Source: an optimization exercise on an open RTL-to-GDS flow (aim: small area). Production flows keep margins and buffers that such runs may drop.
Only simulation tests tie the RTL to the original design; equivalence was not proved.

==> 01-11: inputs <==
Design multi_channel_system_timer, start of the top module:
module multi_channel_system_timer
#(
  parameter int NUM_CMP    = 8,
  parameter int PRESCALE_W = 8
) (
  input  logic                       hb_clk,
  input  logic                       rst,
  input  logic                       tick_src,
  input  logic [MST_ADDR_W-1:0]      bus_raddr,
  input  logic [MST_ADDR_W-1:0]      bus_waddr,
  input  logic [31:0]                bus_wdata,
  input  logic                       bus_ren,
  input  logic                       bus_wen,
  output logic [31:0]                bus_rdata,
  output logic [NUM_CMP-1:0]         irq,
  output logic                       mtimer_int
);
  logic                  tick_q;
  logic                  tick;
  logic                  inc;
  logic                  upd;
  logic [PRESCALE_W-1:0] cnt;
  logic [63:0]           mtime;
  logic [63:0]           mt_a;    
  logic                  ctrl_en;
  logic [PRESCALE_W-1:0] prescale;
  logic [31:0]           wd_z, wd_nz, wd_no;
  logic                  wr_mtime_l, wr_mtime_h, wr_ctrl, wr_status;
  logic [63:0]           ch_ncmp   [NUM_CMP];
  logic [31:0]           ch_nper   [NUM_CMP];
  logic [2:0]            ch_ctrl   [NUM_CMP];
  logic [NUM_CMP-1:0]    pending;
  logic [31:0]           rd_val;
  assign wd_z  = bus_wdata & {32{~rst}};
  assign wd_no = ~wd_z;
  ...
==> flow/config.mk <==
export PLATFORM = sky130hd
export DESIGN_NAME = multi_channel_system_timer
export DESIGN_NICKNAME = multi_channel_system_timer
export VERILOG_FILES = /design/flow/design.v
export SDC_FILE = /design/flow/constraint.sdc
export NUM_CORES = 4
export LEC_CHECK = 0
export CAP_MARGIN = 20
export CORE_MARGIN = 2
export CORE_UTILIZATION = 40
export GPL_ROUTABILITY_DRIVEN = 0
export GPL_TIMING_DRIVEN = 0
export PLACE_DENSITY = 0.5
export SETUP_SLACK_MARGIN = 0.3
export SLEW_MARGIN = 20
==> flow/constraint.sdc <==
create_clock -name core_clock -period 5.0 [get_ports {hb_clk}]
set_input_delay 1.0000 -clock core_clock [delete_from_list [all_inputs] [get_ports {hb_clk}]]
set_output_delay 1.0000 -clock core_clock [all_outputs]
set_load 0.01 [all_outputs]
standard.sh (not shown) runs the stock make flow with config.mk's settings and CLKGATE_MAP_FILE= SYNTH_SCRIPT=/design/flow/synth_recipe.tcl, a recipe that flattens the netlist after the stock synthesis.
==> flow/flow/run.sh <==
#!/bin/bash
# Own layout flow: the standard ORFS flow (standard.sh) with these changes.
#  1. Synthesis is the standard script (synth_recipe.tcl sourcing ORFS synth.tcl)
#     with only the ABC mapping step changed: the adder-carry module
#     mst_addcy is kept as its own module until the final flatten and mapped
#     with flow/abc_keep.script (which keeps its prefix structure), and the
#     rest is mapped with flow/abc.script (area-oriented, no re-balancing).
#     All passes before ABC are unchanged, so the registers are the standard
#     synthesis's, with the same names and cells.
#  2. CTS runs without dummy loads, with small sink clusters.
#  3. Port buffers are buf_2 cells instead of the default delay buffers.
# Logs: make's output in run.log here; each ORFS step's log under orfs/logs/.
set -euo pipefail
W=$(pwd)
F=$W/flow

python3 - "$FLOW_HOME/scripts/synth.tcl" "$W/orfs_synth_own.tcl" "$F" <<'PY'
import sys
src, dst, f = sys.argv[1:]
s = open(src).read()
old = "  log_cmd abc {*}$abc_args\n"
assert s.count(old) == 1
new = ("  set abc_rest [lrange $abc_args 2 end]\n"
       "  log_cmd abc -script " + f + "/abc_keep.script {*}$abc_rest mst_addcy\n"
       "  log_cmd abc -script " + f + "/abc.script {*}$abc_rest $::env(DESIGN_NAME)\n")
open(dst, "w").write(s.replace(old, new))
PY
sed "s#\$::env(SCRIPTS_DIR)/synth.tcl#$W/orfs_synth_own.tcl#" "$W/synth_recipe.tcl" > "$W/own_synth.tcl"
grep -q "orfs_synth_own.tcl" "$W/own_synth.tcl"

bash "$W/standard.sh" \
  "SYNTH_SCRIPT=$W/own_synth.tcl" \
  "SYNTH_KEEP_MODULES=mst_addcy" \
  "BUFFER_PORTS_ARGS=-buffer_cell sky130_fd_sc_hd__buf_2" \
  "CTS_ARGS=-sink_clustering_enable -repair_clock_nets -dont_use_dummy_load -buf_list sky130_fd_sc_hd__clkbuf_8 -sink_clustering_size 14 -sink_clustering_max_diameter 60" \
  finish > "$W/run.log" 2>&1
==> flow/flow/abc.script <==
strash
&get -n
&st
&dch
&nf
&put
topo
stime -c
==> flow/flow/abc_keep.script <==
strash
&get -n
&st
&nf
&put
topo
stime -c
==> inputs of 04-27, as changes to 01-11 <==
--- a/flow/flow/run.sh
+++ b/flow/flow/run.sh
@@ -10,3 +10,2 @@
 #  2. CTS runs without dummy loads, with small sink clusters.
-#  3. Port buffers are buf_2 cells instead of the default delay buffers.
 # Logs: make's output in run.log here; each ORFS step's log under orfs/logs/.
@@ -33,4 +32,3 @@
   "SYNTH_KEEP_MODULES=mst_addcy" \
-  "BUFFER_PORTS_ARGS=-buffer_cell sky130_fd_sc_hd__buf_2" \
-  "CTS_ARGS=-sink_clustering_enable -repair_clock_nets -dont_use_dummy_load -buf_list sky130_fd_sc_hd__clkbuf_8 -sink_clustering_size 14 -sink_clustering_max_diameter 60" \
+  "CTS_ARGS=-sink_clustering_enable -repair_clock_nets -dont_use_dummy_load -buf_list sky130_fd_sc_hd__clkbuf_16 -sink_clustering_size 20 -sink_clustering_max_diameter 60" \
   finish > "$W/run.log" 2>&1
==> flow/flow/abc.script (replaced) <==
strash
&get -n
&st
&dch
&nf
&put
buffer -c
topo
stime -c
upsize -c
dnsize -c
--- a/flow/config.mk
+++ b/flow/config.mk
@@ -10,3 +10,2 @@
 export CORE_UTILIZATION = 40
-export GPL_ROUTABILITY_DRIVEN = 0
 export GPL_TIMING_DRIVEN = 0
==> inputs of 08-17, as changes to 01-11 <==
--- a/flow/flow/run.sh
+++ b/flow/flow/run.sh
@@ -11,2 +11,4 @@
 #  3. Port buffers are buf_2 cells instead of the default delay buffers.
+#  4. The post-placement repair_design uses gain-based buffering
+#     (flow/pre_resize.tcl).
 # Logs: make's output in run.log here; each ORFS step's log under orfs/logs/.
@@ -34,2 +36,3 @@
   "BUFFER_PORTS_ARGS=-buffer_cell sky130_fd_sc_hd__buf_2" \
+  "PRE_RESIZE_TCL=$F/pre_resize.tcl" \
   "CTS_ARGS=-sink_clustering_enable -repair_clock_nets -dont_use_dummy_load -buf_list sky130_fd_sc_hd__clkbuf_8 -sink_clustering_size 14 -sink_clustering_max_diameter 60" \
==> flow/flow/pre_resize.tcl (new file) <==
# Sourced by ORFS before the post-placement repair_design: the same call as
# ORFS's repair_design_helper, with gain-based buffering added.
proc repair_design_helper { } {
  puts "Perform buffer insertion and gate resizing (gain-based buffering)..."
  set additional_args "-verbose -buffer_gain 4.0"
  append_env_var additional_args CAP_MARGIN -cap_margin 1
  append_env_var additional_args SLEW_MARGIN -slew_margin 1
  append_env_var additional_args MATCH_CELL_FOOTPRINT -match_cell_footprint 0
  log_cmd repair_design {*}$additional_args
}
--- a/flow/config.mk
+++ b/flow/config.mk
@@ -10,3 +10,2 @@
 export CORE_UTILIZATION = 40
-export GPL_ROUTABILITY_DRIVEN = 0
 export GPL_TIMING_DRIVEN = 0
==> impl_metrics.env <==
export IMPL_outcome="failed layout checks"
export IMPL_failed_layout_checks="negative setup slack"
export IMPL_crit_path_cell_trace="clkdlybuf4s50_1, clkbuf_1, nand2b_1, nor3_1, nand2_1, buf_2, clkbuf_4, o22ai_1, nor2_1, nand2_1, nor3_4, nand3_1"
export IMPL_hold_path_depth=2
export IMPL_postPlaceCellArea_um2=63400
export IMPL_final_setup_viol_count=6
export IMPL_seq_area_frac_synth_pct=37.3
export IMPL_synth_area_in_compound_gates_pct=30.2
export IMPL_final_cell_area_um2=67500
export IMPL_muxShareOfSynthArea_pct=0.477
export IMPL_postLayoutSetupSlackWorst_ns=-0.217
export IMPL_pre_cts_ws_ns=-2.06
the above is filed under 04-27

==> impl_metrics.env <==
export IMPL_synth_simple_area_share_pct=21.2
export IMPL_ys_top_cells_by_count="sky130_fd_sc_hd__nand2_1, sky130_fd_sc_hd__o22ai_1, sky130_fd_sc_hd__o21ai_0"
export IMPL_yosys_area_share_xor_xnor_pct=6.14
export IMPL_muxShareOfSynthArea_pct=0.495
export IMPL_buffer_ports_inserted=93
export IMPL_synth_area_in_compound_gates_pct=31.3
export IMPL_synthFlopType="sky130_fd_sc_hd__dfxtp_1"
export IMPL_outcome="did not finish"
export IMPL_synthAdderAreaFrac_pct=1.19
export IMPL_synth_nets=7123
export IMPL_halt_point_of_the_flow="placement repair"
export IMPL_synth_enable_flop_cells=329
export IMPL_flow_first_error="[ERROR EST-0104] inconsistent parasitics state"
export IMPL_seq_area_frac_synth_pct=38.7
the above is filed under 08-17

==> impl_metrics.env <==
export IMPL_multiInputGateArea_um2=35300
export IMPL_final_setup_viol_count=0
export IMPL_routed_wire_length_per_instance_um=31.6
export IMPL_first_global_vias=56800
export IMPL_power_largest_group="sequential cells"
export IMPL_synth_area_in_compound_gates_pct=31.3
export IMPL_final_cell_area_um2=65100
export IMPL_postLayoutSetupSlackWorst_ns=0.200
export IMPL_timing_max_transition_violations_final=0
export IMPL_pre_cts_ws_ns=-1.73
export IMPL_seq_area_frac_synth_pct=38.7
export IMPL_biggestRegsByFlops="g_ch.u_ch.ncmp (512), g_ch.u_ch.nper (256), mtime (64)"
export IMPL_design_final_nets=7511
export IMPL_outcome="timing/DRC/antenna clean"
export IMPL_final_core_utilization_pct=46.1
export IMPL_muxShareOfSynthArea_pct=0.495
export IMPL_tapcell_cnt=1890
export IMPL_hold_path_depth=2
the above is filed under 01-11

afterwards: timing with drivers on the ports:
How much do the figures lean on ideal ports? The routed layouts below were timed once more, with nothing changed but the port constraints. Step 1 (the two cells are an assumption about what drives the block):
set clk [get_ports {hb_clk}]
set_driving_cell -lib_cell sky130_fd_sc_hd__clkbuf_16 $clk
set_driving_cell -lib_cell sky130_fd_sc_hd__buf_2 [delete_from_list [all_inputs] $clk]
Step 2 moves the port delays by t, midway between the first and last clock arrival at a register: inputs arrive t later, outputs are due t later. That takes back most of the time a late clock gives input paths. a / b / c = no drivers / after step 1 / after step 2; a / b = the first two.
run | t, ns | slack for setup (ns) | hold WS [ns] | worst setup path after step 2 | latest minus earliest clock arrival (ns)
01-11 | 0.939 | 0.200 / 0.200 / -0.537 | 0.349 / 0.298 / 0.519 | input to register | 0.085 / 0.085
04-27 | 0.844 | -0.217 / -0.163 / -1.007 | 0.488 / 0.488 / 0.488 | input to register | 0.080 / 0.080
With both steps, setup timing fails in 01-11, where it was met with ideal ports. The setup slack of 04-27, which loses most, moves by +0.054 ns with the drivers and by -0.790 ns with both steps.
